What follows belongs to an exercise in optimizing a design on an open flow for small area, a short achievable clock period and few clock cycles per item; a production flow would make more cautious choices. At most, simulation tests tie the RTL to the original design; equivalence was not proved. Power figures rest on the tool's default switching activity, not on a simulated workload.

==> flow/design.v <==
`timescale 1ns / 1ps
package udta_pkg;
    localparam int VALUE_WIDTH_DEF = 32;
    localparam int MAX_DIGITS_DEF  = 10;
    localparam int DIGIT_W = 4;
    localparam int STEP_BITS = 4;
    localparam int CONV_W = MAX_DIGITS_DEF * DIGIT_W;
    localparam int NIBBLES = VALUE_WIDTH_DEF / STEP_BITS;
    localparam int                 CHAR_W     = 6;
    localparam logic [CHAR_W-1:0]  ASCII_ZERO = 6'd48;
endpackage
`timescale 1ns / 1ps
module udta_dabble_stage (
    input  logic [udta_pkg::CONV_W-1:0]  in_r,
    input  logic [udta_pkg::NIBBLES-1:0] en,
    output logic [udta_pkg::CONV_W-1:0]  out_r
);
    localparam int W = udta_pkg::CONV_W;
    localparam int V = udta_pkg::VALUE_WIDTH_DEF;
    localparam int N = udta_pkg::NIBBLES;
    function automatic logic [3:0] dab(input logic [3:0] d, input logic e);
        logic a;
        a = e & (d[3] | (d[2] & (d[1] | d[0])));
        dab[3] = d[3] | (e & d[2] & (d[1] | d[0]));
        dab[2] = d[2] ? !(e & (d[1] | d[0])) : (e & d[3] & d[0]);
        dab[1] = d[1] ? (!(e & d[2]) | d[0]) : (e & d[3] & !d[0]);
        dab[0] = d[0] ^ a;
    endfunction
    always_comb
    begin
        out_r = in_r;
        for (int j = 0; j < udta_pkg::STEP_BITS; j++)
        begin
            for (int p = (4 - j) % 4; p + 3 < W; p += 4)
            begin
                if ((V - j - p) / 4 < N && p + 4 < W)
                begin
                    out_r[p +: 4] = dab(out_r[p +: 4],
                                        en[((V - j - p) / 4 < 0) ? 0 : (V - j - p) / 4]);
                end
            end
        end
    end
endmodule
`timescale 1ns / 1ps
module udta_emit #(
    parameter int MAX_DIGITS = udta_pkg::MAX_DIGITS_DEF
) (
    input  logic                                    clk,
    input  logic                                    rst_n,
    input  logic                                    in_valid,
    input  logic [MAX_DIGITS*udta_pkg::DIGIT_W-1:0] in_bcd,
    input  logic                                    in_single,
    output logic                                    ready,
    output logic                                    digit_valid,
    input  logic                                    digit_stall,
    output logic [udta_pkg::CHAR_W-1:0]             digit_char,
    output logic                                    last_digit
);
    localparam int DW    = udta_pkg::DIGIT_W;
    localparam int BCD_W = MAX_DIGITS * DW;
    localparam int IDX_W = $clog2(MAX_DIGITS);
    logic                em_valid;
    logic                em_first;
    logic                em_lastnext;
    logic [BCD_W-1:0]    em_bcd;
    logic [IDX_W-1:0]    em_idx;
    logic [IDX_W-1:0]    lead;
    logic [IDX_W-1:0]    sel;
    logic [DW-1:0]       cur_digit;
    logic                cur_last;
    logic                push;
    logic                o_valid;
    logic [DW:0]         o_data;
    logic                s_valid;
    logic [DW:0]         s_data;
    logic                o_en;
    always_comb
    begin
        lead = '0;
        for (int d = 0; d < MAX_DIGITS; d++)
        begin
            if (em_bcd[d*DW +: DW] != '0)
            begin
                lead = IDX_W'(d);
            end
        end
    end
    assign sel       = em_first ? lead : em_idx;
    assign cur_digit = em_bcd[sel*DW +: DW];
    assign cur_last  = em_lastnext;
    assign push  = em_valid && !s_valid;
    assign ready = !em_valid || (!s_valid && em_lastnext);
    always_ff @(posedge clk or negedge rst_n)
    begin
        if (!rst_n)
        begin
            em_valid <= 1'b0;
        end
        else if (ready)
        begin
            em_valid <= in_valid;
        end
    end
    always_ff @(posedge clk)
    begin
        if (ready && in_valid)
        begin
            em_bcd      <= in_bcd;
            em_first    <= 1'b1;
            em_lastnext <= in_single;
        end
        else if (push)
        begin
            em_first    <= 1'b0;
            em_lastnext <= (sel == IDX_W'(1));
        end
        if (push)
        begin
            em_idx <= sel - 1'b1;
        end
    end
    assign o_en = !o_valid || !digit_stall;
    always_ff @(posedge clk or negedge rst_n)
    begin
        if (!rst_n)
        begin
            o_valid <= 1'b0;
            s_valid <= 1'b0;
        end
        else
        begin
            if (o_en)
            begin
                o_valid <= s_valid || push;
            end
            s_valid <= s_valid ? !o_en : (push && !o_en);
        end
    end
    always_ff @(posedge clk)
    begin
        if (o_en)
        begin
            o_data <= s_valid ? s_data : {cur_last, cur_digit};
        end
        if (!s_valid)
        begin
            s_data <= {cur_last, cur_digit};
        end
    end
    assign digit_valid = o_valid;
    assign digit_char  = udta_pkg::ASCII_ZERO + {{(udta_pkg::CHAR_W-DW){1'b0}}, o_data[DW-1:0]};
    assign last_digit  = o_data[DW];
endmodule
`timescale 1ns / 1ps
module unsigned_decimal_to_ascii #(
    parameter int VALUE_WIDTH = udta_pkg::VALUE_WIDTH_DEF,
    parameter int MAX_DIGITS  = udta_pkg::MAX_DIGITS_DEF
) (
    input  logic                          clk,
    input  logic                          rst_n,
    input  logic                          value_valid,
    output logic                          value_stall,
    input  logic [VALUE_WIDTH-1:0]        value,
    output logic                          digit_valid,
    input  logic                          digit_stall,
    output logic [udta_pkg::CHAR_W-1:0]   digit_char,
    output logic                          last_digit
);
    localparam int W = udta_pkg::CONV_W;
    localparam int N = udta_pkg::NIBBLES;
    logic          r_valid;
    logic          r_single;
    logic          r_last;
    logic [W-1:0]  r_q;
    logic [N-1:0]  e_q;
    logic [W-1:0]  r_step;
    logic [W-1:0]  r_load;
    logic [N-1:0]  e_load;
    logic [N-1:0]  zabove;
    logic          r_finish;
    logic          em_ready;
    logic          handoff;
    logic          take;
    always_comb
    begin
        r_load = W'(value);
        for (int q = 0; q < N; q++)
        begin
            zabove[q] = (q == N - 1) ? 1'b1 : (value >> (4 * q + 4)) == '0;
            if (zabove[q] && value[4*q+3] && (value[4*q+2] || value[4*q+1]))
            begin
                r_load[4*q +: 4] = value[4*q +: 4] + 4'd6;
                r_load[4*q+4]    = 1'b1;
            end
        end
        for (int i = 0; i < N; i++)
        begin
            e_load[i] = (value >> 4) != '0;
            if (i >= 2)
            begin
                e_load[i] = e_load[i] && ((value >> (VALUE_WIDTH - 4 * (i - 1))) == '0);
            end
        end
    end
    udta_dabble_stage u_step (
        .in_r  (r_q),
        .en    (e_q),
        .out_r (r_step)
    );
    assign r_finish    = r_valid && r_last;
    assign handoff     = r_finish && em_ready;
    assign value_stall = r_valid && !handoff;
    assign take        = value_valid && !value_stall;
    always_ff @(posedge clk or negedge rst_n)
    begin
        if (!rst_n)
        begin
            r_valid <= 1'b0;
        end
        else
        begin
            r_valid <= take || (r_valid && !handoff);
        end
    end
    always_ff @(posedge clk)
    begin
        if (take)
        begin
            r_q      <= r_load;
            e_q      <= e_load;
            r_single <= (value < VALUE_WIDTH'(10));
            r_last   <= e_load[N-1] || !e_load[0];
        end
        else
        begin
            r_q <= r_step;
            e_q    <= (e_q[0] && !e_q[N-1]) ? {e_q[N-2:0], 1'b1} : '0;
            r_last <= !e_q[0] || e_q[N-1] || e_q[N-2];
        end
    end
    udta_emit #(
        .MAX_DIGITS (MAX_DIGITS)
    ) u_emit (
        .clk         (clk),
        .rst_n       (rst_n),
        .in_valid    (handoff),
        .in_bcd      (r_step),
        .in_single   (r_single),
        .ready       (em_ready),
        .digit_valid (digit_valid),
        .digit_stall (digit_stall),
        .digit_char  (digit_char),
        .last_digit  (last_digit)
    );
endmodule
clock: 5.5 ns
lec_check: 0
abc_area: 1
cap_margin: 20
core_margin: 2
core_utilization: 40
setup_slack_margin: 2.8
slew_margin: 20
run.sh (not shown) runs the stock make flow with config.mk's settings and CLKGATE_MAP_FILE= SYNTH_SCRIPT=/design/flow/synth_recipe.tcl, a recipe that flattens the netlist after the stock synthesis.
Testbench counts at the start, summed over its fixed seeds: cycles 18,639, items 3,200.
==> next run, changes <==
--- a/flow/design.v
+++ b/flow/design.v
@@ -172,5 +172,4 @@
     logic          r_valid;
     logic          r_single;
-    logic          r_last;
     logic [W-1:0]  r_q;
     logic [N-1:0]  e_q;
@@ -209,5 +208,5 @@
         .out_r (r_step)
     );
-    assign r_finish    = r_valid && r_last;
+    assign r_finish    = r_valid && (e_q[N-1] || !e_q[0]);
     assign handoff     = r_finish && em_ready;
     assign value_stall = r_valid && !handoff;
@@ -231,11 +230,9 @@
             e_q      <= e_load;
             r_single <= (value < VALUE_WIDTH'(10));
-            r_last   <= e_load[N-1] || !e_load[0];
         end
         else
         begin
             r_q <= r_step;
-            e_q    <= (e_q[0] && !e_q[N-1]) ? {e_q[N-2:0], 1'b1} : '0;
-            r_last <= !e_q[0] || e_q[N-1] || e_q[N-2];
+            e_q <= (e_q[0] && !e_q[N-1]) ? {e_q[N-2:0], 1'b1} : '0;
         end
     end
Outcome:
- wire length rose by 5.0%
- clock skew hardly moves
- die area rose by 1.5%
- power rose by 1.5%
- first-iteration DRC count rose by 30%
- worst setup slack is worse by 0.010 ns
- global-route usage rose by 0.64 points
- synthesized cell count fell by 0.45%
- sequential power stays flat
- combinational power rose by about 4%
Only the layout flow was run in the second run of this note; the RTL was not checked for function there.

* * *

Another version of the RTL of unsigned_decimal_to_ascii (not shown whole).
Size: about 1000 cells after synthesis, ~45 I/O pins, ~0.0071 mm^2 of cells after synthesis.
==> module unsigned_decimal_to_ascii, before the edit <==
module unsigned_decimal_to_ascii #(
    parameter int VALUE_WIDTH = udta_pkg::VALUE_WIDTH_DEF,
    parameter int MAX_DIGITS  = udta_pkg::MAX_DIGITS_DEF
) (
    input  logic                          clk,
    input  logic                          rst_n,
    input  logic                          value_valid,
    output logic                          value_stall,
    input  logic [VALUE_WIDTH-1:0]        value,
    output logic                          digit_valid,
    input  logic                          digit_stall,
    output logic [udta_pkg::CHAR_W-1:0]   digit_char,
    output logic                          last_digit
);
    localparam int W = udta_pkg::CONV_W;
    localparam int N = udta_pkg::NIBBLES;
    logic          r_valid;
    logic          r_single;
    logic          r_last;
    logic [W-2:0]  r_keep;
    logic [W-1:0]  r_q;
    logic [N-1:0]  e_q;
    logic [W-1:0]  r_step;
    logic [W-1:0]  r_load;
    logic [N-1:0]  e_load;
    logic [N-1:0]  zabove;
    logic          r_finish;
    logic          em_ready;
    logic          handoff;
    logic          take;
    logic          r_free;
    logic          r_free_q;
    logic          r_valid_d;
    logic          r_last_d;
    logic          em_ready_next;
    always_comb
    begin
        r_load = W'(value);
        for (int q = 0; q < N; q++)
        begin
            zabove[q] = (q == N - 1) ? 1'b1 : (value >> (4 * q + 4)) == '0;
            if (zabove[q] && value[4*q+3] && (value[4*q+2] || value[4*q+1]))
            begin
                r_load[4*q +: 4] = {1'b0, value[4*q+2] & value[4*q+1],
                                    value[4*q+2] & !value[4*q+1], value[4*q]};
                r_load[4*q+4]    = 1'b1;
            end
        end
        for (int i = 0; i < N; i++)
        begin
            e_load[i] = (value >> 4) != '0;
            if (i >= 2)
            begin
                e_load[i] = e_load[i] && ((value >> (VALUE_WIDTH - 4 * (i - 1))) == '0);
            end
        end
    end
    assign r_q = {1'b0, r_keep};
    udta_dabble_stage u_step (
        .in_r  (r_q),
        .en    (e_q),
        .out_r (r_step)
    );
    assign r_finish    = r_valid && r_last;
    assign handoff     = r_finish && em_ready;
    assign r_free      = !r_valid || handoff;
    assign value_stall = !r_free_q;
    assign take        = value_valid && r_free_q;
    assign r_valid_d = take || (r_valid && !handoff);
    assign r_last_d  = r_free_q ? (e_load[N-1] || !e_load[0])
                                : (!e_q[0] || e_q[N-1] || e_q[N-2]);
    always_ff @(posedge clk or negedge rst_n)
    begin
        if (!rst_n)
        begin
            r_valid  <= 1'b0;
            r_free_q <= 1'b1;
        end
        else
        begin
            r_valid  <= r_valid_d;
            r_free_q <= !r_valid_d || (r_last_d && em_ready_next);
        end
    end
    always_ff @(posedge clk)
    begin
        r_last <= r_last_d;
        if (r_free_q)
        begin
            r_keep   <= r_load[W-2:0];
            e_q      <= e_load;
            r_single <= zabove[0] && !(value[3] && (value[2] || value[1]));
        end
        else
        begin
            r_keep <= r_step[W-2:0];
            e_q <= (e_q[0] && !e_q[N-1]) ? {e_q[N-2:0], 1'b1} : '0;
        end
    end
    udta_emit #(
        .MAX_DIGITS (MAX_DIGITS)
    ) u_emit (
        .clk         (clk),
        .rst_n       (rst_n),
        .in_valid    (handoff),
        .in_bcd      (r_step),
        .in_single   (r_single),
        .ready       (em_ready),
        .ready_next  (em_ready_next),
        .digit_valid (digit_valid),
        .digit_stall (digit_stall),
        .digit_char  (digit_char),
        .last_digit  (last_digit)
    );
endmodule
make LEC_CHECK=0 ABC_AREA=1 CAP_MARGIN=20 CORE_MARGIN=2 CORE_UTILIZATION=40 CTS_BUF_LIST='sky130_fd_sc_hd__clkbuf_4 sky130_fd_sc_hd__clkbuf_8' SETUP_SLACK_MARGIN=3.0 SLEW_MARGIN=20 finish   # period 5.5 ns
Testbench counts at the start, summed over its fixed seeds: cycles 18,639, items 3,200.
==> next run, changes <==
--- a/flow/design.v
+++ b/flow/design.v
@@ -201,12 +201,14 @@
     logic          r_finish;
     logic          em_ready;
     logic          handoff;
     logic          take;
     logic          r_free;
     logic          r_free_q;
+    logic          stall_q;
+    logic          r_free_d;
     logic          r_valid_d;
     logic          r_last_d;
     logic          em_ready_next;
     always_comb
     begin
         r_load = W'(value);
@@ -235,28 +237,31 @@
         .en    (e_q),
         .out_r (r_step)
     );
     assign r_finish    = r_valid && r_last;
     assign handoff     = r_finish && em_ready;
     assign r_free      = !r_valid || handoff;
-    assign value_stall = !r_free_q;
+    assign value_stall = stall_q;
     assign take        = value_valid && r_free_q;
     assign r_valid_d = take || (r_valid && !handoff);
+    assign r_free_d  = !r_valid_d || (r_last_d && em_ready_next);
     assign r_last_d  = r_free_q ? (e_load[N-1] || !e_load[0])
                                 : (!e_q[0] || e_q[N-1] || e_q[N-2]);
     always_ff @(posedge clk or negedge rst_n)
     begin
         if (!rst_n)
         begin
             r_valid  <= 1'b0;
             r_free_q <= 1'b1;
+            stall_q  <= 1'b0;
         end
         else
         begin
             r_valid  <= r_valid_d;
-            r_free_q <= !r_valid_d || (r_last_d && em_ready_next);
+            r_free_q <= r_free_d;
+            stall_q  <= !r_free_d;
         end
     end
     always_ff @(posedge clk)
     begin
         r_last <= r_last_d;
         if (r_free_q)
=> The new run ran to the end with no violations. Worst setup slack improved by 0.051 ns. Sequential power is about the same. Die area came out higher by 4.9%. Area after synthesis climbs by 5.0%. Cell count stays flat. Via count is about the same. Routed wire length rose by 1.6%. Maximum frequency climbs by 2.1%.
Only the layout flow was run in the second run of this note; the RTL was not checked for function there.

==> static timing again, ports no longer ideal <==
In the flow no input, the clock included, has a driving cell. The finished layouts below were timed again as built, in two steps. Step 1, drivers: a clkbuf_16 drives clk and a buf_2 each remaining input, both assumed. Step 2 moves the port delays by t, midway between the first and last clock arrival at a register: inputs arrive t later, outputs are due t later. That takes back most of the time a late clock gives input paths. a / b / c = ideal ports / drivers / drivers and shift; a / b = the first two.
| run | t (ns) | setup WS [ns] | hold WS [ns] | worst data-port slew with drivers (ns) |
|---|---|---|---|---|
| the first run of note 1 | 0.397 | 2.901 / 2.859 / 2.562 | 0.482 / 0.482 / 0.482 | 0.03 |
| the second run of note 1 | 0.395 | 2.891 / 2.847 / 2.519 | 0.461 / 0.461 / 0.461 | 0.04 |
| the first run of note 2 | 0.473 | 3.029 / 2.990 / 2.661 | 0.445 / 0.445 / 0.445 | 0.04 |
| the second run of note 2 | 0.488 | 3.080 / 3.039 / 2.661 | 0.465 / 0.465 / 0.465 | 0.03 |
After both steps setup and hold are still met in every run listed. For the second run of note 2, which loses most, drivers alone change the setup slack by -0.041 ns; drivers and shift together by -0.419 ns.
